What follows belongs to an exercise in optimizing a design on an open flow for small area; a production flow would make more cautious choices.
In this exercise RTL edits were held to simulation tests only and were not proved equivalent to the original.
Power figures rest on the tool's default switching activity, not on a simulated workload.

$ cat design/flow/design.v
`timescale 1ns / 1ps
package bpcq_pkg;
   localparam logic [15:0] SHORT_TICKS_RST   = 16'd5;
   localparam logic [15:0] LONG_TICKS_RST    = 16'd100;
   localparam logic [15:0] BEEP_TICKS_RST    = 16'd10;
   localparam logic [15:0] GATHER_WINDOW_RST = 16'd100;
endpackage
`timescale 1ns / 1ps
module bpcq_scan (
   input  logic        clock,
   input  logic        reset,
   input  logic        scan_en,
   input  logic [7:0]  lvl,
   input  logic [31:0] now,
   input  logic [15:0] short_ticks,
   input  logic [15:0] long_ticks,
   input  logic [15:0] beep_ticks,
   input  logic [15:0] window,
   input  logic        full,
   output logic        push,
   output logic [8:0]  push_entry,
   output logic        beep_start,
   output logic        beep_stop,
   output logic        fire
);
   logic [7:0]  pmask;
   logic        plong;
   logic [31:0] last;
   logic [15:0] short_m1;
   logic        short_nz;
   assign short_m1 = short_ticks - 16'd1;
   assign short_nz = (short_ticks != 16'd0);
   logic [7:0] ge_s, ge_l, rose, gt_m1;
   for (genvar i = 0; i < 8; i++) begin : g_lane
      bpcq_lane u_lane (
         .clock       (clock),
         .reset       (reset),
         .scan_en     (scan_en),
         .lvl         (lvl[i]),
         .short_m1    (short_m1),
         .long_ticks  (long_ticks),
         .gt_m1       (gt_m1[i]),
         .ge_l        (ge_l[i]),
         .rose        (rose[i])
      );
   end
   assign ge_s = gt_m1 | {8{!short_nz}};
   logic [7:0] mask, lng;
   assign mask = lvl & (ge_s | ge_l);
   assign lng  = lvl & ge_l;
   logic [15:0] beep_n, dec_n;
   logic [16:0] bc;
   logic        beep_le1;
   assign bc[0] = 1'b1;
   for (genvar k = 0; k < 16; k++) begin : g_beep
      assign dec_n[k] = beep_n[k] ^ bc[k];
      assign bc[k+1]  = bc[k] & beep_n[k];
   end
   assign beep_le1   = (beep_n[15:1] == 15'h7FFF);
   assign beep_stop  = beep_le1 && !beep_n[0];
   assign beep_start = beep_le1 && short_nz && (rose != 8'd0);
   always_ff @(posedge clock) begin
      if (reset) begin
         beep_n <= 16'hFFFF;
      end else if (scan_en) begin
         if (beep_start)   beep_n <= ~beep_ticks;
         else if (!bc[16]) beep_n <= dec_n;
      end
   end
   logic [7:0]  mm;
   logic        lm, any_mask;
   logic [16:0] qc, wc;
   logic [15:0] quiet, eq_hi;
   logic        z0, z1, hi_nz;
   assign any_mask = (mask != 8'd0);
   assign mm       = pmask | mask;
   assign lm       = plong | (lng != 8'd0);
   assign qc[0]    = 1'b1;
   assign wc[0]    = 1'b1;
   for (genvar k = 0; k < 16; k++) begin : g_quiet
      assign quiet[k] = now[k] ^ ~last[k] ^ qc[k];
      assign qc[k+1]  = (now[k] & ~last[k]) | (now[k] & qc[k]) | (~last[k] & qc[k]);
      assign wc[k+1]  = (quiet[k] & ~window[k]) | (quiet[k] & wc[k]) | (~window[k] & wc[k]);
   end
   assign eq_hi = ~(now[31:16] ^ last[31:16]);
   assign z0    = (eq_hi == 16'hFFFF);
   assign z1    = !eq_hi[0] &&
                  ((eq_hi[15:1] ^ (now[30:16] | ~last[30:16])) == 15'd0);
   assign hi_nz = qc[16] ? !z0 : !z1;
   assign fire  = (mm != 8'd0) &&
                  (any_mask ? (window == 16'd0) : (hi_nz || wc[16]));
   assign push       = scan_en && fire && !full;
   assign push_entry = {mm, lm};
   always_ff @(posedge clock) begin
      if (reset) begin
         pmask <= 8'd0;
         plong <= 1'b0;
      end else if (scan_en) begin
         pmask <= fire ? 8'd0 : mm;
         plong <= !fire && lm;
      end
   end
   always_ff @(posedge clock) begin
      if (scan_en && any_mask) begin
         last <= now;
      end
   end
endmodule
module bpcq_lane (
   input  logic        clock,
   input  logic        reset,
   input  logic        scan_en,
   input  logic        lvl,
   input  logic [15:0] short_m1,
   input  logic [15:0] long_ticks,
   output logic        gt_m1,
   output logic        ge_l,
   output logic        rose
);
   logic [15:0] hold, sum;
   logic [16:0] t, cs, cl;
   logic        clr;
   assign t[0] = scan_en && !lvl;
   for (genvar k = 0; k < 16; k++) begin : g_inc
      assign sum[k] = hold[k] ^ t[k];
      assign t[k+1] = hold[k] & t[k];
   end
   assign cs[0] = 1'b0;
   assign cl[0] = 1'b1;
   for (genvar k = 0; k < 16; k++) begin : g_cmp
      assign cs[k+1] = (hold[k] & ~short_m1[k]) | (hold[k] & cs[k]) | (~short_m1[k] & cs[k]);
      assign cl[k+1] = (hold[k] & ~long_ticks[k]) | (hold[k] & cl[k]) | (~long_ticks[k] & cl[k]);
   end
   assign gt_m1 = cs[16];
   assign ge_l = cl[16];
   assign rose = !lvl && (hold == short_m1);
   assign clr = reset || (scan_en && lvl);
   always_ff @(posedge clock) begin
      hold <= clr ? 16'd0 : (sum | {16{t[16]}});
   end
endmodule
`timescale 1ns / 1ps
module bpcq_queue (
   input  logic       clock,
   input  logic       reset,
   input  logic       push,
   input  logic [8:0] push_entry,
   input  logic       pop,
   input  logic       rd_en,
   output logic       empty,
   output logic       full,
   output logic [8:0] rd_entry
);
   logic [8:0] slot [0:14];
   logic [3:0] count;
   assign empty = (count == 4'd0);
   assign full  = (count == 4'd15);
   always_ff @(posedge clock) begin
      if (reset) begin
         count <= 4'd0;
      end else if (push) begin
         count <= count + 4'd1;
      end else if (pop && !empty) begin
         count <= count - 4'd1;
      end
   end
   always_ff @(posedge clock) begin
      if (push) begin
         slot[0] <= push_entry;
         for (int k = 1; k < 15; k++) begin
            slot[k] <= slot[k-1];
         end
      end
   end
   logic [14:0] sel;
   logic [3:0]  lo, hi;
   always_comb begin
      for (int k = 0; k < 4; k++) begin
         lo[k] = rd_en && (count[1:0] == 2'(k));
         hi[k] = (count[3:2] == 2'(k));
      end
      for (int k = 0; k < 15; k++) sel[k] = lo[k%4] & hi[k/4];
      rd_entry = 9'd0;
      for (int k = 0; k < 15; k++) rd_entry = rd_entry | ({9{sel[k]}} & slot[k]);
   end
endmodule
`timescale 1ns / 1ps
module button_press_classifier_queue_unit (
   input  logic        clock,
   input  logic        reset,
   input  logic        req_valid,
   output logic        req_stall,
   input  logic [40:0] req_payload_bits,
   output logic        rsp_valid,
   input  logic        rsp_stall,
   output logic [13:0] rsp_payload_bits,
   input  logic        csr_valid,
   output logic        csr_ready,
   input  logic [1:0]  csr_index,
   input  logic [15:0] csr_wdata
);
   logic        rsp_valid_ff;
   logic        req_fire, scan_en, pop_en;
   logic [15:0] short_ticks, long_ticks, beep_ticks, window;
   logic [15:0] short_n, long_n, beep_n;
   assign short_ticks = ~short_n;
   assign long_ticks  = ~long_n;
   assign beep_ticks  = ~beep_n;
   logic        push, fire, beep_start, beep_stop, empty, full;
   logic [8:0]  push_entry, rd_entry;
   logic [3:0]  flags_ff;
   logic        pop_valid_ff;
   assign req_stall = rsp_valid_ff && rsp_stall;
   assign req_fire  = req_valid && !req_stall;
   assign scan_en   = req_fire && !req_payload_bits[40];
   assign pop_en    = req_fire && req_payload_bits[40];
   assign csr_ready = 1'b1;
   always_ff @(posedge clock) begin
      if (reset) begin
         short_n     <= ~bpcq_pkg::SHORT_TICKS_RST;
         long_n      <= ~bpcq_pkg::LONG_TICKS_RST;
         beep_n      <= ~bpcq_pkg::BEEP_TICKS_RST;
         window      <= bpcq_pkg::GATHER_WINDOW_RST;
      end else if (csr_valid) begin
         case (csr_index)
            2'd0: short_n     <= ~csr_wdata;
            2'd1: long_n      <= ~csr_wdata;
            2'd2: beep_n      <= ~csr_wdata;
            default: window   <= csr_wdata;
         endcase
      end
   end
   bpcq_scan u_scan (
      .clock       (clock),
      .reset       (reset),
      .scan_en     (scan_en),
      .lvl         (req_payload_bits[39:32]),
      .now         (req_payload_bits[31:0]),
      .short_ticks (short_ticks),
      .long_ticks  (long_ticks),
      .beep_ticks  (beep_ticks),
      .window      (window),
      .full        (full),
      .push        (push),
      .push_entry  (push_entry),
      .beep_start  (beep_start),
      .beep_stop   (beep_stop),
      .fire        (fire)
   );
   bpcq_queue u_queue (
      .clock      (clock),
      .reset      (reset),
      .push       (push),
      .push_entry (push_entry),
      .pop        (pop_en),
      .rd_en      (pop_valid_ff),
      .empty      (empty),
      .full       (full),
      .rd_entry   (rd_entry)
   );
   always_ff @(posedge clock) begin
      rsp_valid_ff <= !reset && (req_valid || req_stall);
   end
   always_ff @(posedge clock) begin
      if (req_fire) begin
         flags_ff     <= scan_en ? {beep_start, beep_stop, fire && !full, fire && full} : 4'd0;
         pop_valid_ff <= pop_en && !empty;
      end
   end
   assign rsp_valid        = rsp_valid_ff;
   assign rsp_payload_bits = {flags_ff, pop_valid_ff, rd_entry};
endmodule
$ cat design/flow/flow/run.sh
#!/bin/bash
# Layout flow: the standard ORFS flow with these changes.
#  1. Synthesis is the standard flow's own script, except that Yosys's abc step maps the
#     design with each of the area-oriented flow/abc_*.script files and keeps
#     the smallest result (flow/multi_abc.tcl). Registers are mapped before
#     abc, so they come out the same as in the standard synthesis.
#     Yosys's full-adder extraction is skipped (ADDER_MAP_FILE empty), so
#     abc maps the adders and compares along with the rest of the logic.
#  2. Ports are buffered with buf_1 instead of the default buffer cell.
#  3. Clock tree synthesis runs without dummy loads, with the buffer and
#     clustering options in flow/cts_args.txt.
# Each ORFS step writes its own log under orfs/logs; make's output goes to
# make.log and the DEF export's to write_def.log.
set -euo pipefail
W=$PWD

# Synthesis script: synth_recipe.tcl with ORFS's synth.tcl swapped for a copy
# whose abc call is replaced by my_multi_abc.
sed "s#source \$::env(SCRIPTS_DIR)/synth.tcl#source $W/my_synth.tcl#" synth_recipe.tcl > my_synth_recipe.tcl
grep -q "my_synth.tcl" my_synth_recipe.tcl
awk -v m="$W/flow/multi_abc.tcl" '
  /^  log_cmd abc \{\*\}\$abc_args$/ { print "  my_multi_abc $abc_args $lib_args"; n++; next }
  { print }
  /^source \$::env\(SCRIPTS_DIR\)\/synth_preamble.tcl/ { print "source " m }
  END { if (n != 1) exit 1 }' "$FLOW_HOME/scripts/synth.tcl" > my_synth.tcl
grep -q "multi_abc.tcl" my_synth.tcl
export FLOW_ABC_SCRIPTS="$(ls $W/flow/abc_*.script | tr '\n' ' ')"

# The standard flow's make command line (from standard.sh), with our synthesis script.
ARGS=$(sed -n 's/^make \(.*\) "\${@:-finish}"$/\1/p' standard.sh)
[ -n "$ARGS" ]
ARGS=$(echo "$ARGS" | sed "s#SYNTH_SCRIPT=[^ ]*#SYNTH_SCRIPT=$W/my_synth_recipe.tcl#")
CTS="-sink_clustering_enable -repair_clock_nets -dont_use_dummy_load"
CTS="$CTS $(cat flow/cts_args.txt)"

eval make $ARGS \
  "ADDER_MAP_FILE=" \
  "BUFFER_PORTS_ARGS='-buffer_cell sky130_fd_sc_hd__buf_1'" \
  "CTS_ARGS='$CTS'" \
  finish > make.log 2>&1

# Final DEF, as standard.sh writes it.
R=$(echo "$ARGS" | sed -n 's#.*WORK_HOME=\([^ ]*\).*#\1#p')/results/sky130hd/button_press_classifier_queue_unit/base
: # left out here: write the final layout as DEF
$ cat design/flow/flow/abc_b8.script
&get -n
&st
&dch
&nf -a -R 1000
&st
&dch
&nf -a -R 1000
&put
$ cat design/flow/flow/abc_c2.script
&get -n
&st
&dch
&nf -a -R 1000
&st
&dch
&nf -a -R 1000
&st
&dch
&nf -a -R 1000
&put
$ cat design/flow/flow/abc_c5.script
&get -n
&st
&syn2
&dch
&nf -a -R 1000
&st
&syn2
&dch
&nf -a -R 1000
&put
$ cat design/flow/flow/abc_c8.script
&get -n
&st
&dch
&nf -a -p -R 1000
&st
&dch
&nf -a -p -R 1000
&put
$ cat design/flow/flow/abc_d1.script
&get -n
&st
&dch -f
&nf -a -R 1000
&st
&dch -f
&nf -a -R 1000
&put
$ cat design/flow/flow/abc_d2.script
&get -n
&st
&dc2
&nf -a -R 1000
&st
&dch
&nf -a -R 1000
&put
$ cat design/flow/flow/abc_d6.script
&get -n
&st
&dch
&nf -a -R 1000 -E 50
&st
&dch
&nf -a -R 1000 -E 50
&put
$ cat design/flow/flow/abc_d7.script
strash
ifraig
dch
map -a
strash
dch
map -a
$ cat design/flow/flow/abc_e2.script
&get -n
&st
&dch -x
&nf -a -R 1000
&st
&dch -x
&nf -a -R 1000
&put
$ cat design/flow/flow/cts_args.txt
-buf_list sky130_fd_sc_hd__clkbuf_4 -sink_clustering_size 10 -sink_clustering_max_diameter 40
$ cat design/flow/flow/multi_abc.tcl
# Technology mapping with several ABC scripts: each script in
# FLOW_ABC_SCRIPTS maps the same design, and the smallest result (by the
# liberty cell area that stat reports) is kept. Registers are mapped before
# this step, so every try has the same registers.
proc my_multi_abc { abc_args lib_args } {
  design -save my_pre_abc
  set best_area ""
  set best_script ""
  foreach s $::env(FLOW_ABC_SCRIPTS) {
    design -load my_pre_abc
    abc {*}[lreplace $abc_args 1 1 $s]
    tee -q -o $::env(OBJECTS_DIR)/abc_try_area.txt stat {*}$lib_args
    set f [open $::env(OBJECTS_DIR)/abc_try_area.txt r]
    set txt [read $f]
    close $f
    if { ![regexp {Chip area for [^:]*:\s*([0-9.]+)} $txt -> area] } {
      error "no area for abc script $s"
    }
    puts "my_multi_abc: $s area $area"
    if { $best_area eq "" || $area < $best_area } {
      set best_area $area
      set best_script $s
      design -save my_best_abc
    }
  }
  puts "my_multi_abc: kept $best_script area $best_area"
  design -load my_best_abc
}
$ cat design/flow/standard.sh
#!/bin/bash
# synth_recipe.tcl (not shown) runs the flow's synth.tcl, then flattens the netlist and writes it again
# the make line also repeats each setting of config.mk as NAME=value (left out here)
make -C /OpenROAD-flow-scripts/flow DESIGN_CONFIG=/design/flow/config.mk WORK_HOME=/design/flow/orfs CLKGATE_MAP_FILE= SYNTH_SCRIPT=/design/flow/synth_recipe.tcl "${@:-finish}"
$ cat design/flow/config.mk
export PLATFORM = sky130hd
export DESIGN_NAME = button_press_classifier_queue_unit
export DESIGN_NICKNAME = button_press_classifier_queue_unit
export VERILOG_FILES = /design/flow/design.v
export SDC_FILE = /design/flow/constraint.sdc
export NUM_CORES = 4
export LEC_CHECK = 0
export CAP_MARGIN = 0
export CORE_MARGIN = 2
export CORE_UTILIZATION = 40
export SLEW_MARGIN = 0
$ cat design/flow/constraint.sdc
create_clock -name core_clock -period 12.0 [get_ports {clock}]
set_input_delay 2.4000 -clock core_clock [delete_from_list [all_inputs] [get_ports {clock}]]
set_output_delay 2.4000 -clock core_clock [all_outputs]
set_load 0.01 [all_outputs]
==> results.py, run 1 <==
metrics = {
    "die": {
        "rows": 79,
        "ios": 81,
        "dieArea_mm2": 0.0489,
        "core_area_mm2": 0.0466,
        "start_util_pct": 40.5,
        "fp.dieW_um": 221,
        "die_h_um": 221,
    },
    "setup_path": {
        "cp_common_cell": "maj3_1",
        "worstPathRequired_ns": 12.75,
        "crit_path_end_kind": "flop",
        "cp.arrival_ns": 10.97,
        "slowest_stage": "and2_4",
        "critPathKind": "input port to flop",
        "slowest_delay_ns": 0.58,
        "start_kind": "input port",
        "cp_max_fo": 91,
    },
    "layout": {
        "stdcell_area_mm2": 0.0208,
        "area_growth_pct": 10.1,
        "nFillCells": 4475,
        "fin_nets": 2184,
        "drive_gt1_share_pct": 5.48,
    },
    "clock_tree": {
        "cts_resized": 0,
        "cts_buffers": 69,
        "ctsHoldBuffers": 0,
        "clkTransAtPathRegs_ns": 0.11,
        "cts_num_sinks": 394,
        "ctsHtreeMaxLevel": 3,
        "clockBufferDepth": 3,
        "post_cts_buffers": 0,
        "root_buffer": "clkbuf_4",
        "cts_tree": "built",
        "clk_latency_ns": 0.84,
    },
    "routing": {
        "drt-initial-drc-count": 1720,
        "firstDrtPassIters": 7,
        "wl_um": 54500,
        "dr_wl_met3_um": 4370,
        "drtAntennaViolNets": 0,
        "num_vias": 16605,
        "wl_met2_um": 23900,
        "wl_met1_um": 24500,
        "drc": 0,
        "top_layer": "met5",
        "vias_per_cell": 6.09,
        "wl_per_cell_um": 20.0,
    },
    "power": {
        "intPower_mw": 1.78,
        "p_total_mw": 2.46,
        "power_density_mw_per_mm2": 118,
        "combPwrFrac_pct": 11.4,
        "ir_drop_uv": 64.6,
        "p_leak_nw": 6.71,
        "power_frac_seq_pct": 59.0,
        "switching_power_uw": 674,
        "clock_power_share_pct": 29.7,
        "p_sw_share_pct": 27.5,
    },
    "sta": {
        "worst_slack_ns": 1.78,
        "setup_viol": 0,
        "tightest_slew_ns": 1.16,
        "hold_viol": 0,
        "slew_headroom_pct": 22.4,
        "rsz0062_at_grt": "no",
        "max_freq_ghz": 0.0979,
        "tns_ns": 0,
        "report.final.slew_viol_count": 0,
        "period_minus_slack_ns": 10.22,
        "final.setup_skew_ns": 0.121,
        "fin_crit_sh_pct": 85.1,
    },
    "global_routing": {
        "grt_pass1_wl_um": 84100,
        "globalRouteTotalUtil_pct": 21.5,
        "antenna_found_initial": 3,
        "grt_pass1_vias": 15429,
        "grt_overflow": 0,
        "grt_max_degree": 92,
    },
    "yosys": {
        "synth_top_area_cell": "edfxtp_1",
        "netlist_area_mm2": 0.0189,
        "yosys.area.top_type_share_pct": 27.4,
        "yosysWarnings": 5,
        "seq_area_frac_synth_pct": 51.0,
        "synth_seq_cells": 394,
        "synth_ff_type": "dfxtp_1",
        "synth_fp_nets": 1997,
        "async_flop_share_pct": 0,
        "synth_cell_types": 59,
        "synthTopCellsByArea": "edfxtp_1 27%, dfxtp_1 24%, a21oi_1 6.1%",
        "synthCells": 1933,
        "synth-edff-count": 172,
        "syn_avg_cell_area_um2": 9.75,
    },
    "run": {
        "maxCapViolations": 0,
    },
    "place": {
        "gp_congestion": 0.861,
        "place_area_mm2": 0.0202,
        "post-place-ws_ns": 0.931,
        "dp_hpwl_um": 35700,
        "port-buffer-count": 79,
    },
    "worst_hold_path": {
        "hp-class": "flop to flop",
    },
    "outcome": {
        "status": "no timing/DRC/antenna violations",
    },
}
==> metrics by stage <==
step	instances	util (%)	hold slack [ns]
3_3_place_gp	2656	43.5	0.429
2_1_floorplan	1933	-	0.422
5_1_grt	2727	44.6	0.391
3_5_place_dp	2656	43.5	0.436
6_report	2727	44.6	0.422
4_1_cts	2725	44.6	0.405
==> worst max-delay path, delay by kind of cell <==
kind | cells | cell delay [ns]
simple gates | 4 | 0.95
buf+inv | 4 | 0.77
compound gates | 8 | 1.22
fa+ha+maj | 14 | 5.60
==> placed cells by master (no fill, tap or decap), types with 7 or more instances in the layout <==
cell type,count
a21oi_1,228
dfxtp_1,222
nor2_1,175
edfxtp_1,172
nand2_1,133
xnor2_1,125
o21ai_0,103
o22ai_1,101
a22oi_1,79
buf_1,78
clkbuf_4,70
clkinv_1,69
nand3_1,66
nor3_1,39
buf_4,38
a21o_1,36
a222oi_1,31
a221oi_1,27
nor4_1,27
xor2_1,26
nand4_1,24
maj3_1,23
a22o_1,22
nand2b_1,20
a211oi_1,19
nor2b_1,18
and3_1,15
o221ai_1,14
a211o_1,14
o22a_1,12
o21bai_1,8
a31o_1,8
and2_0,7
==> flip-flops by register name (all words and copies together), names as in the netlist <==
signal	cells
flags_ff	4
u_scan.beep_n	16
u_queue.slot	135
beep_n	16
long_n	16
short_n	16
u_scan.pmask	8
window	16
u_scan.last	32
rsp_valid_ff	1
u_scan.g_lane.u_lane.hold	128
u_queue.count	4
pop_valid_ff	1
u_scan.plong	1
==> worst paths after layout <==
| path | from | to | slack (ns) | cells after the start |
|---|---|---|---|---|
| max | req_payload_bits[0] | u_queue.count[3] | 1.78 | 30 |
| min | u_queue.slot[4][1] | u_queue.slot[5][1] | 0.42 | 0 |
| max reg2reg | u_scan.last[0] | u_queue.count[3] | 3.18 | 28 |
| min reg2reg | u_queue.slot[4][1] | u_queue.slot[5][1] | 0.42 | 0 |
==> cell type report <==
type | count | area [um2] | area share, %
Timing Repair Buffer | 118 | 606 | 2.92
Antenna cell | 2 | 5.00 | 0.0241
Clock buffer | 69 | 518 | 2.50
Multi-Input combinational cell | 1468 | 9000 | 43.4
Inverter | 69 | 259 | 1.25
Sequential cell | 394 | 9610 | 46.3
Tap cell | 607 | 759 | 3.66
==> power by group through the flow <==
| stage | logic (mW) | clock network, mW | registers [mW] |
|---|---|---|---|
| finish | 0.279 | 0.729 | 1.45 |
| global route | 0.306 | 0.810 | 1.45 |
| CTS | 0.277 | 0.762 | 1.45 |
| detailed placement | 0.276 | 0 | 1.48 |
| global placement | 0.271 | 0 | 1.48 |
| floorplan | 0.171 | 0 | 1.47 |
==> Yosys cell counts (all sizes together) (12+ instances only) <==
cell      n
a21oi   228
a221oi   27
a22o     22
dfxtp   222
o21ai   103
nand3    66
xor2     26
edfxtp  172
a211o    14
a21o     36
nor3     43
nand2b   20
a222oi   31
xnor2   125
o22ai   101
nand2   133
a211oi   19
clkinv   69
and3     15
o221ai   14
a22oi    79
nor2    176
nor4     27
nand4    24
o22a     12
nor2b    19
maj3     23
==> metal layers <==
metal / up-vias / global-route usage [%]
met3: 126 / 4.45
li1: 7874 / -
met5: - / 0
met1: 7958 / 30.0
met4: 2 / 8.44
met2: 645 / 32.7
==> cell families (layout without fill, tap and decap cells) <==
group	count (synthesis)	count (layout)	synth area share [%]
xor gates and xnor gates	151	151	7.01
buffers and inverters	71	256	1.45
other	1	3	0.0199
DFF	394	394	51.0
and+or+nand+nor	559	559	14.0
adders and majority gates	23	23	1.22
muxes	2	2	0.106
AOI/OAI and AO/OA	732	732	25.2
==> run 2: changes to the inputs <==
==> design/flow/flow/cts_args.txt (replaced) <==
-buf_list sky130_fd_sc_hd__clkbuf_4 -sink_clustering_size 9 -sink_clustering_max_diameter 45
==> results.py, run 2 <==
metrics = {
    "outcome": {
        "status": "no timing/DRC/antenna violations",
    },
    "place": {
        "post-place-ws_ns": 0.931,
        "port-buffer-count": 79,
        "dp_hpwl_um": 35700,
        "place_area_mm2": 0.0202,
        "gp_congestion": 0.861,
    },
    "yosys": {
        "synth_fp_nets": 1997,
        "synthTopCellsByCount": "228 x a21oi_1, 222 x dfxtp_1, 176 x nor2_1, 172 x edfxtp_1, 133 x nand2_1",
        "seq_area_frac_synth_pct": 51.0,
        "synth_cell_types": 59,
        "async_flop_share_pct": 0,
        "synth_ff_type": "dfxtp_1",
        "synth_seq_cells": 394,
        "synth_top_family_by_area": "compound AO/OA/AOI/OAI gates",
        "yosysWarnings": 5,
        "synth.most_common_cell": "a21oi_1",
        "syn_avg_cell_area_um2": 9.75,
        "netlist_area_mm2": 0.0189,
        "synth_xor_area_share_pct": 7.01,
        "synth_adder_area_share_pct": 1.22,
        "synthTopCellsByArea": "edfxtp_1 27%, dfxtp_1 24%, a21oi_1 6.1%",
        "synthCells": 1933,
        "synth_top_area_cell": "edfxtp_1",
        "synth-simple-area-share_pct": 14.0,
        "yosys.area.top_type_share_pct": 27.4,
        "muxShareOfSynthArea_pct": 0.106,
        "synth_compound_area_share_pct": 25.2,
        "synth-edff-count": 172,
    },
    "clock_tree": {
        "clockBufferDepth": 3,
        "ctsHtreeMaxLevel": 2,
        "cts_num_sinks": 394,
        "cts_tree": "built",
        "post_cts_buffers": 0,
        "clkTransAtPathRegs_ns": 0.10,
        "cts_resized": 0,
        "cts_buffers": 59,
        "ctsHoldBuffers": 0,
        "root_buffer": "clkbuf_4",
        "clk_latency_ns": 0.88,
    },
    "power": {
        "p_sw_share_pct": 27.5,
        "power_density_mw_per_mm2": 116,
        "clock_power_share_pct": 28.1,
        "combPwrFrac_pct": 11.6,
        "switching_power_uw": 662,
        "p_total_mw": 2.40,
        "p_leak_nw": 6.67,
        "intPower_mw": 1.74,
        "power_frac_seq_pct": 60.3,
        "ir_drop_uv": 70.2,
    },
    "die": {
        "core_area_mm2": 0.0466,
        "start_util_pct": 40.5,
        "ios": 81,
        "rows": 79,
        "dieArea_mm2": 0.0489,
        "fp.dieW_um": 221,
        "die_h_um": 221,
    },
    "layout": {
        "largest_register_ffs": 135,
        "fin_nets": 2174,
        "final_common_cell": "a21oi_1",
        "nFillCells": 4471,
        "multi_input_area_mm2": 0.00900,
        "top_regs": "u_queue.slot x135, u_scan.g_lane.u_lane.hold x128, u_scan.last x32",
        "drive_gt1_share_pct": 5.03,
        "layout_common_cells": "228 x a21oi_1, 222 x dfxtp_1, 175 x nor2_1",
        "top_register": "u_queue.slot",
        "stdcell_area_mm2": 0.0207,
        "area_growth_pct": 9.70,
        "register_area_mm2": 0.00961,
    },
    "setup_path": {
        "worstPathRequired_ns": 12.81,
        "start_kind": "input port",
        "slowest_delay_ns": 0.58,
        "crit_path_end_kind": "flop",
        "cp_max_fo": 91,
        "cp_common_cell": "maj3_1",
        "cp.arrival_ns": 11.01,
        "critPathTopFamily": "adder cells",
        "critPathKind": "input port to flop",
        "slowest_stage": "and2_4",
        "path_buf_inv": 4,
    },
    "routing": {
        "drc": 0,
        "wl_per_cell_um": 20.1,
        "drtAntennaViolNets": 0,
        "num_vias": 16478,
        "wl_um": 54500,
        "vias_per_cell": 6.06,
        "firstDrtPassIters": 6,
        "drt-initial-drc-count": 1712,
    },
    "sta": {
        "final.setup_skew_ns": 0.162,
        "tightest_slew_ns": 1.20,
        "hold_viol": 0,
        "report.final.slew_viol_count": 0,
        "setup_viol": 0,
        "worst_slack_ns": 1.80,
        "fin_crit_sh_pct": 85.0,
        "max_freq_ghz": 0.0981,
        "slew_headroom_pct": 19.8,
        "period_minus_slack_ns": 10.20,
        "rsz0062_at_grt": "no",
        "tns_ns": 0,
    },
    "global_routing": {
        "grt_overflow": 0,
        "grt_pass1_vias": 15288,
        "antenna_found_initial": 3,
        "globalRouteTotalUtil_pct": 21.3,
        "grt_max_degree": 92,
        "grt_pass1_wl_um": 83900,
    },
    "worst_hold_path": {
        "hp-class": "flop to flop",
    },
    "run": {
        "maxCapViolations": 0,
    },
}
## run 2: cell counts after synthesis
No cell type changed its count.
## run 2: per-stage QoR
stage | utilization, % | hold WS, ns | instances
global route | 44.4 | 0.442 | 2718
global placement | 43.5 | 0.429 | 2656
CTS | 44.4 | 0.433 | 2715
detailed placement | 43.5 | 0.436 | 2656
floorplan | - | 0.422 | 1933
finish | 44.4 | 0.427 | 2718
## run 2: metal layers
metal / vias to the layer above / GRT usage, % / part of all wire (%)
met2: 595 / 32.1 / 44
met5: - / 0 / 0.026
met4: 2 / 8.03 / 3.2
li1: 7856 / - / -
met1: 7913 / 30.2 / 46
met3: 112 / 4.29 / 7.7
## run 2: cell families after synthesis
logic type	after synthesis
mux	2
compound gates	732
simple gates	559
flops	394
fa+ha+maj	23
buf+inv	71
other cells	1
xor+xnor	151
## run 2: final timing paths
path | from | endpoint | slack, ns | depth (start not counted)
max | req_payload_bits[0] | u_queue.count[3] | 1.80 | 30
min | u_queue.slot[0][7] | u_queue.slot[1][7] | 0.43 | 0
max reg2reg | u_scan.last[0] | u_queue.count[3] | 3.16 | 28
min reg2reg | u_queue.slot[0][7] | u_queue.slot[1][7] | 0.43 | 0
## run 2: power groups by stage
stage	clock [mW]	sequential [mW]	combinational [mW]
2_1_floorplan	0	1.47	0.171
3_3_place_gp	0	1.48	0.271
3_5_place_dp	0	1.48	0.276
4_1_cts	0.706	1.45	0.277
5_1_grt	0.754	1.45	0.306
6_report	0.675	1.45	0.279
## run 2: worst register-to-register path: cells and delay by family, from the launching register on
family | cells | cell delay (ns)
adders and majority gates | 14 | 5.60
AOI/OAI and AO/OA | 8 | 1.22
and+or+nand+nor | 4 | 1.00
buffers and inverters | 2 | 0.65
DFF | 1 | 0.36
## run 2: cell type report
type / count / share of cell area (%)
repair buffers: 118 / 2.93
diodes: 3 / 0.0363
multi-input cells: 1468 / 43.5
clock buffers: 59 / 2.14
inverters: 69 / 1.25
flip-flops and latches: 394 / 46.5
well taps: 607 / 3.67
==> run 3: changes to the inputs <==
==> design/flow/flow/cts_args.txt (replaced) <==
-buf_list sky130_fd_sc_hd__clkbuf_4 -sink_clustering_size 10 -sink_clustering_max_diameter 50
removed: design/flow/flow/abc_e2.script
==> results.py, run 3 <==
metrics = {
    "setup_path": {
        "cp.arrival_ns": 10.18,
        "r2r_cells": 23,
        "worstPathRequired_ns": 12.41,
        "crit_path_end_kind": "flop",
        "crit-reg2reg-launch": "u_scan.last[0]",
        "r2r-end": "u_queue.slot[2][8]",
        "r2r_setup_slack_ns": 3.61,
        "cp_max_fo": 53,
        "critPathKind": "input port to flop",
        "start_kind": "input port",
    },
    "clock_tree": {
        "post_cts_buffers": 0,
        "ctsHoldBuffers": 0,
        "clk_latency_ns": 0.86,
        "clockBufferDepth": 3,
        "root_buffer": "clkbuf_4",
        "cts_num_sinks": 394,
        "cts_buffers": 51,
        "cts_resized": 0,
        "ctsHtreeMaxLevel": 2,
        "cts_tree": "built",
        "clkTransAtPathRegs_ns": 0.11,
    },
    "power": {
        "p_leak_nw": 6.65,
        "intPower_mw": 1.71,
        "power_frac_seq_pct": 61.3,
        "p_total_mw": 2.36,
        "switching_power_uw": 651,
        "p_sw_share_pct": 27.5,
        "clock_power_share_pct": 26.8,
        "combPwrFrac_pct": 11.9,
        "ir_drop_uv": 66.4,
        "power_density_mw_per_mm2": 115,
    },
    "yosys": {
        "yosysWarnings": 5,
        "synth_seq_cells": 394,
        "synth_cell_types": 55,
        "synth_ff_type": "dfxtp_1",
        "synthTopCellsByCount": "243 x a21oi_1, 222 x dfxtp_1, 196 x nor2_1, 172 x edfxtp_1, 125 x nand2_1",
        "seq_area_frac_synth_pct": 50.9,
        "synthCells": 1955,
        "synth-edff-count": 172,
        "yosys.area.top_type_share_pct": 27.4,
        "netlist_area_mm2": 0.0189,
        "synthTopCellsByArea": "edfxtp_1 27%, dfxtp_1 24%, a21oi_1 6.4%",
        "async_flop_share_pct": 0,
        "synth_fp_nets": 2019,
        "synth_top_area_cell": "edfxtp_1",
        "synth.most_common_cell": "a21oi_1",
        "syn_avg_cell_area_um2": 9.65,
    },
    "worst_hold_path": {
        "hp-class": "flop to flop",
        "min_path_cells": 0,
        "min_to": "u_queue.slot[5][8]",
        "hold_start": "u_queue.slot[4][8]",
    },
    "sta": {
        "setup_viol": 0,
        "worst_slack_ns": 2.23,
        "slew_headroom_pct": 20.3,
        "rsz0062_at_grt": "no",
        "hold_viol": 0,
        "tns_ns": 0,
        "max_freq_ghz": 0.102,
        "holdWs_ns": 0.388,
        "report.final.slew_viol_count": 0,
        "period_minus_slack_ns": 9.77,
        "tightest_slew_ns": 1.19,
        "final.setup_skew_ns": 0.167,
        "fin_crit_sh_pct": 81.4,
    },
    "place": {
        "post-place-ws_ns": 1.42,
        "numPlacedInstances": 2674,
        "port-buffer-count": 79,
        "place_area_mm2": 0.0202,
        "gp_congestion": 0.850,
        "dp_hpwl_um": 35500,
    },
    "die": {
        "die_h_um": 221,
        "rows": 79,
        "fp.dieW_um": 221,
        "start_util_pct": 40.5,
        "core_area_mm2": 0.0466,
        "dieArea_mm2": 0.0489,
        "ios": 81,
    },
    "layout": {
        "layout_common_cells": "243 x a21oi_1, 222 x dfxtp_1, 195 x nor2_1",
        "final_util_pct": 44.3,
        "fin_nets": 2184,
        "area_growth_pct": 9.20,
        "final_common_cell": "a21oi_1",
        "largest_register_ffs": 135,
        "fin_cells": 2728,
        "stdcell_area_mm2": 0.0206,
        "top_register": "u_queue.slot",
        "top_regs": "u_queue.slot x135, u_scan.g_lane.u_lane.hold x128, u_scan.last x32",
        "drive_gt1_share_pct": 4.44,
    },
    "routing": {
        "num_vias": 16575,
        "drc": 0,
        "vias_per_cell": 6.08,
        "wl_per_cell_um": 19.7,
        "drt-initial-drc-count": 1644,
        "drtAntennaViolNets": 0,
        "firstDrtPassIters": 7,
        "wl_um": 53800,
    },
    "global_routing": {
        "antenna_found_initial": 3,
        "grt_max_degree": 83,
        "grt_pass1_vias": 15302,
        "grt_overflow": 0,
        "globalRouteTotalUtil_pct": 21.4,
        "grt_pass1_wl_um": 84000,
    },
    "outcome": {
        "status": "no timing/DRC/antenna violations",
    },
    "run": {
        "maxCapViolations": 0,
    },
}
## run 3: changes by cell type in the layout (fill, tap and decap cells not counted), moves of 10 or more
cell	delta
nand3_1	-10
nand4_1	+10
xnor2_1	-16
nor2_1	+20
xor2_1	+10
a21oi_1	+15
nor3_1	+11
## run 3: cell type report
class	count	area, um2
timing repair buffer	114	576
sequential	394	9610
inverter	70	263
tap	607	759
clock buffer	51	383
fill	4503	26000
antenna	3	7.51
multi-input combinational	1489	9010
## run 3: logic make-up (layout without fill, tap and decap cells)
family | after synthesis | count (layout) | synth area share (%)
AOI/OAI and AO/OA | 735 | 735 | 25.0
xor gates and xnor gates | 145 | 145 | 6.73
adders and majority gates | 17 | 17 | 0.902
buffers and inverters | 72 | 235 | 1.47
DFF | 394 | 394 | 50.9
muxes | 3 | 3 | 0.159
other | 1 | 4 | 0.0199
and+or+nand+nor | 588 | 588 | 14.8
## run 3: power groups by stage
stage | sequential (mW) | combinational, mW | clock, mW
after detailed placement | 1.48 | 0.280 | 0
after global placement | 1.48 | 0.274 | 0
after global routing | 1.45 | 0.311 | 0.710
final | 1.45 | 0.282 | 0.633
after CTS | 1.45 | 0.280 | 0.660
after floorplan | 1.47 | 0.175 | 0
## run 3: worst max path at each step
| stage | from | end |
|---|---|---|
| 4_1_cts | req_payload_bits[0] | u_queue.slot[2][8] |
| 2_1_floorplan | req_payload_bits[0] | u_queue.count[3] |
| 5_1_grt | req_payload_bits[0] | u_queue.count[3] |
| 6_report | req_payload_bits[0] | u_queue.slot[2][8] |
| 3_5_place_dp | req_payload_bits[0] | u_queue.count[3] |
| 3_3_place_gp | req_payload_bits[0] | u_queue.count[3] |
## run 3: critical path, cell delays in order
cell	delay [ns]
buf_1	0.09
clkinv_1	0.08
nand2_1	0.11
maj3_1	0.22
maj3_1	0.21
a21oi_1	0.12
maj3_1	0.40
maj3_1	0.41
maj3_1	0.40
maj3_1	0.40
maj3_1	0.42
maj3_1	0.41
maj3_1	0.41
maj3_1	0.40
maj3_1	0.40
maj3_1	0.40
maj3_1	0.40
maj3_1	0.38
a21oi_1	0.15
nor4_1	0.07
a21oi_1	0.28
o21ai_0	0.18
nor2_1	0.56
and2_4	0.30
buf_4	0.54
## run 3: layer usage
| layer | share of wire, % | wire length (um) | global-route usage [%] | up-vias |
|---|---|---|---|---|
| li1 | - | - | - | 7879 |
| met1 | 44 | 23800 | 29.2 | 7968 |
| met2 | 45 | 24000 | 34.0 | 600 |
| met3 | 8.0 | 4290 | 4.24 | 126 |
| met4 | 3.3 | 1770 | 7.53 | 2 |
| met5 | 0.024 | 13 | 0 | - |
==> run 4: changes to the inputs <==
==> design/flow/run.sh (new file) <==
#!/bin/bash
# synth_recipe.tcl (not shown) runs the flow's synth.tcl, then flattens the netlist and writes it again
# the make line also repeats each setting of config.mk as NAME=value (left out here)
make -C /OpenROAD-flow-scripts/flow DESIGN_CONFIG=/design/flow/config.mk WORK_HOME=/design/flow/orfs CLKGATE_MAP_FILE= SYNTH_SCRIPT=/design/flow/synth_recipe.tcl finish
--- a/design/flow/config.mk
+++ b/design/flow/config.mk
@@ -5,7 +5,10 @@
 export SDC_FILE = /design/flow/constraint.sdc
 export NUM_CORES = 4
 export LEC_CHECK = 0
-export CAP_MARGIN = 0
+export CAP_MARGIN = 20
 export CORE_MARGIN = 2
 export CORE_UTILIZATION = 40
-export SLEW_MARGIN = 0
+export CTS_BUF_LIST = sky130_fd_sc_hd__clkbuf_8
+export CTS_CLUSTER_DIAMETER = 60
+export CTS_CLUSTER_SIZE = 16
+export SLEW_MARGIN = 20
removed: design/flow/flow/run.sh
removed: design/flow/flow/abc_b8.script
removed: design/flow/flow/abc_c2.script
removed: design/flow/flow/abc_c5.script
removed: design/flow/flow/abc_c8.script
removed: design/flow/flow/abc_d1.script
removed: design/flow/flow/abc_d2.script
removed: design/flow/flow/abc_d6.script
removed: design/flow/flow/abc_d7.script
removed: design/flow/flow/cts_args.txt
removed: design/flow/flow/multi_abc.tcl
removed: design/flow/standard.sh
==> results.py, run 4 <==
metrics = {
    "sta": {
        "slew_headroom_pct": 20.3,
        "hold_viol": 0,
        "setup_viol": 0,
        "holdWs_ns": 0.457,
        "tns_ns": 0,
        "fin_crit_sh_pct": 94.7,
        "period_minus_slack_ns": 11.36,
        "max_freq_ghz": 0.0880,
        "rsz0062_at_grt": "no",
        "worst_slack_ns": 0.635,
        "tightest_slew_ns": 1.19,
        "report.final.slew_viol_count": 0,
        "final.setup_skew_ns": 0.0600,
    },
    "routing": {
        "num_vias": 17857,
        "drc": 0,
        "vias_per_cell": 6.13,
        "wl_per_cell_um": 22.0,
        "drt-initial-drc-count": 1657,
        "wl_um": 64000,
        "firstDrtPassIters": 8,
        "drtAntennaViolNets": 0,
    },
    "yosys": {
        "syn_avg_cell_area_um2": 10.4,
        "synthTopCellsByArea": "edfxtp_1 23%, dfxtp_1 20%, ha_1 15%",
        "synthCells": 2118,
        "seq_area_frac_synth_pct": 43.4,
        "yosysWarnings": 5,
        "yosys.area.top_type_share_pct": 23.4,
        "synth_cell_types": 84,
        "netlist_area_mm2": 0.0221,
        "async_flop_share_pct": 0,
        "synth-edff-count": 172,
        "synth_top_area_cell": "edfxtp_1",
        "synth_ff_type": "dfxtp_1",
        "synth_fp_nets": 2472,
        "synth.most_common_cell": "ha_1",
        "synthTopCellsByCount": "274 x ha_1, 222 x dfxtp_1, 172 x edfxtp_1, 162 x nand2_1, 150 x nor2_1",
        "synth_seq_cells": 394,
    },
    "setup_path": {
        "slowest_delay_ns": 0.47,
        "cp_common_cell": "fa_1",
        "slowest_stage": "clkdlybuf4s50_1",
        "r2r-end": "u_queue.count[3]",
        "path_buf_inv": 3,
        "r2r_cells": 33,
        "r2r_setup_slack_ns": 2.52,
        "critPathKind": "input port to flop",
        "crit-reg2reg-launch": "u_scan.last[0]",
        "worstPathRequired_ns": 12.55,
        "cp.arrival_ns": 11.91,
        "critPathTopFamily": "adder cells",
        "cp_max_fo": 3,
        "start_kind": "input port",
        "crit_path_end_kind": "flop",
    },
    "power": {
        "p_total_mw": 2.80,
        "ir_drop_uv": 70.3,
        "power_density_mw_per_mm2": 113,
        "p_leak_nw": 10.1,
    },
    "layout": {
        "layout_common_cells": "273 x ha_1, 222 x dfxtp_1, 172 x edfxtp_1",
        "largest_register_ffs": 135,
        "fin_nets": 2530,
        "area_growth_pct": 11.6,
        "drive_gt1_share_pct": 7.74,
        "top_register": "u_queue.slot",
        "final_util_pct": 45.0,
        "final_common_cell": "ha_1",
        "stdcell_area_mm2": 0.0247,
        "top_regs": "u_queue.slot x135, u_scan.g_lane.u_lane.hold x128, u_scan.last x32",
        "fin_cells": 2913,
    },
    "global_routing": {
        "grt_overflow": 0,
        "globalRouteTotalUtil_pct": 22.1,
        "antenna_found_initial": 1,
        "grt_pass1_wl_um": 97400,
        "grt_pass1_vias": 17073,
        "grt_max_degree": 79,
    },
    "worst_hold_path": {
        "min_path_cells": 0,
        "hp-class": "flop to flop",
        "hold_start": "u_queue.slot[9][7]",
        "min_to": "u_queue.slot[10][7]",
    },
    "clock_tree": {
        "cts_buffers": 40,
        "clk_latency_ns": 0.66,
        "clkTransAtPathRegs_ns": 0.10,
        "cts_tree": "built",
        "clockBufferDepth": 3,
        "cts_resized": 0,
        "ctsHoldBuffers": 0,
        "post_cts_buffers": 0,
        "root_buffer": "clkbuf_8",
        "cts_num_sinks": 394,
        "ctsHtreeMaxLevel": 2,
    },
    "die": {
        "dieArea_mm2": 0.0572,
        "die_h_um": 239,
        "core_area_mm2": 0.0549,
        "rows": 86,
        "ios": 81,
        "start_util_pct": 40.3,
        "fp.dieW_um": 239,
    },
    "run": {
        "maxCapViolations": 0,
    },
    "place": {
        "post-place-ws_ns": -0.0841,
        "numPlacedInstances": 2837,
        "dp_hpwl_um": 44100,
        "gp_congestion": 0.912,
        "place_area_mm2": 0.0238,
        "port-buffer-count": 79,
    },
    "outcome": {
        "status": "no timing/DRC/antenna violations",
    },
}
-- run 4: cell type report --
cell class / instances / area [um2]
clock buffer: 43 / 592
inverter: 57 / 216
fill: 5182 / 30200
antenna: 1 / 2.50
tap: 704 / 881
multi-input combinational: 1559 / 12000
clock inverter: 31 / 292
timing repair buffer: 124 / 1140
sequential: 394 / 9610
-- run 4: logic make-up (layout without fill, tap and decap cells) --
family,count (synthesis),count (layout),synth area share [%]
AO/OA/AOI/OAI,605,605,20.0
AND/OR/NAND/NOR,594,594,13.6
flip-flops,394,394,43.4
adder cells (fa/ha/maj),306,306,17.7
buffers and inverters,165,255,2.96
XOR/XNOR,34,34,1.48
multiplexers,19,19,0.860
other,1,2,0.0170
-- run 4: worst reg2reg max path, delay by kind of cell, from the launching register on --
family	cells	cell delay [ns]
compound gates	5	0.76
simple gates	9	1.55
fa+ha+maj	17	6.50
buf+inv	1	0.07
flops	1	0.38
mux	1	0.13
-- run 4: power by group --
| group | total (mW) | internal (mW) | leakage (nW) | switching [mW] |
|---|---|---|---|---|
| clock network | 0.961 | 0.421 | 0.485 | 0.540 |
| logic | 0.391 | 0.162 | 6.28 | 0.228 |
| registers | 1.45 | 1.41 | 3.37 | 0.0352 |
| total | 2.80 | 1.99 | 10.1 | 0.804 |
-- run 4: worst max-delay path by stage --
stage                              startpoint                to  slack, ns  cells past startpoint
after floorplan           req_payload_bits[0]  u_queue.count[3]       0.03                     34
after global placement    req_payload_bits[0]  u_queue.count[3]       0.02                     35
after detailed placement  req_payload_bits[0]  u_queue.count[3]      -0.08                     35
after CTS                 req_payload_bits[0]  u_queue.count[3]       0.62                     35
after global routing      req_payload_bits[0]  u_queue.count[3]       0.27                     35
final                     req_payload_bits[0]  u_queue.count[3]       0.64                     35
-- run 4: layer usage --
metal | vias up | track usage (%) | wire (um)
met5 | - | 0 | 0
met2 | 666 | 34.8 | 28300
met3 | 171 | 3.41 | 4200
met1 | 8696 | 30.0 | 28600
li1 | 8324 | - | -
met4 | 0 | 9.96 | 2860

[afterwards: timing with drivers on the ports]
How much do the figures lean on ideal ports? The routed layouts below were timed once more, with nothing changed but the port constraints. Step 1 assumes that a clkbuf_16 drives the clock port and a buf_2 every other input. Step 2 times the ports against the registers' clock, not the clock port: input delays grow and output delays shrink by t, the midpoint of the rising clock arrivals with the driver on. a / b / c = ideal ports / drivers / drivers and shift; a / b = the first two.
run | t, ns | setup slack, ns | clock arrival spread, ns
run 1 | 0.841 | 1.783 / 1.821 / 0.981 | 0.121 / 0.121
run 2 | 0.853 | 1.803 / 1.835 / 0.983 | 0.162 / 0.163
run 3 | 0.829 | 2.233 / 2.263 / 1.434 | 0.167 / 0.168
run 4 | 0.682 | 0.635 / 0.665 / -0.017 | 0.068 / 0.068
With both steps, setup timing fails in run 4, where it was met with ideal ports. For run 2, which loses most, drivers alone change the setup slack by +0.032 ns; drivers and shift together by -0.820 ns.
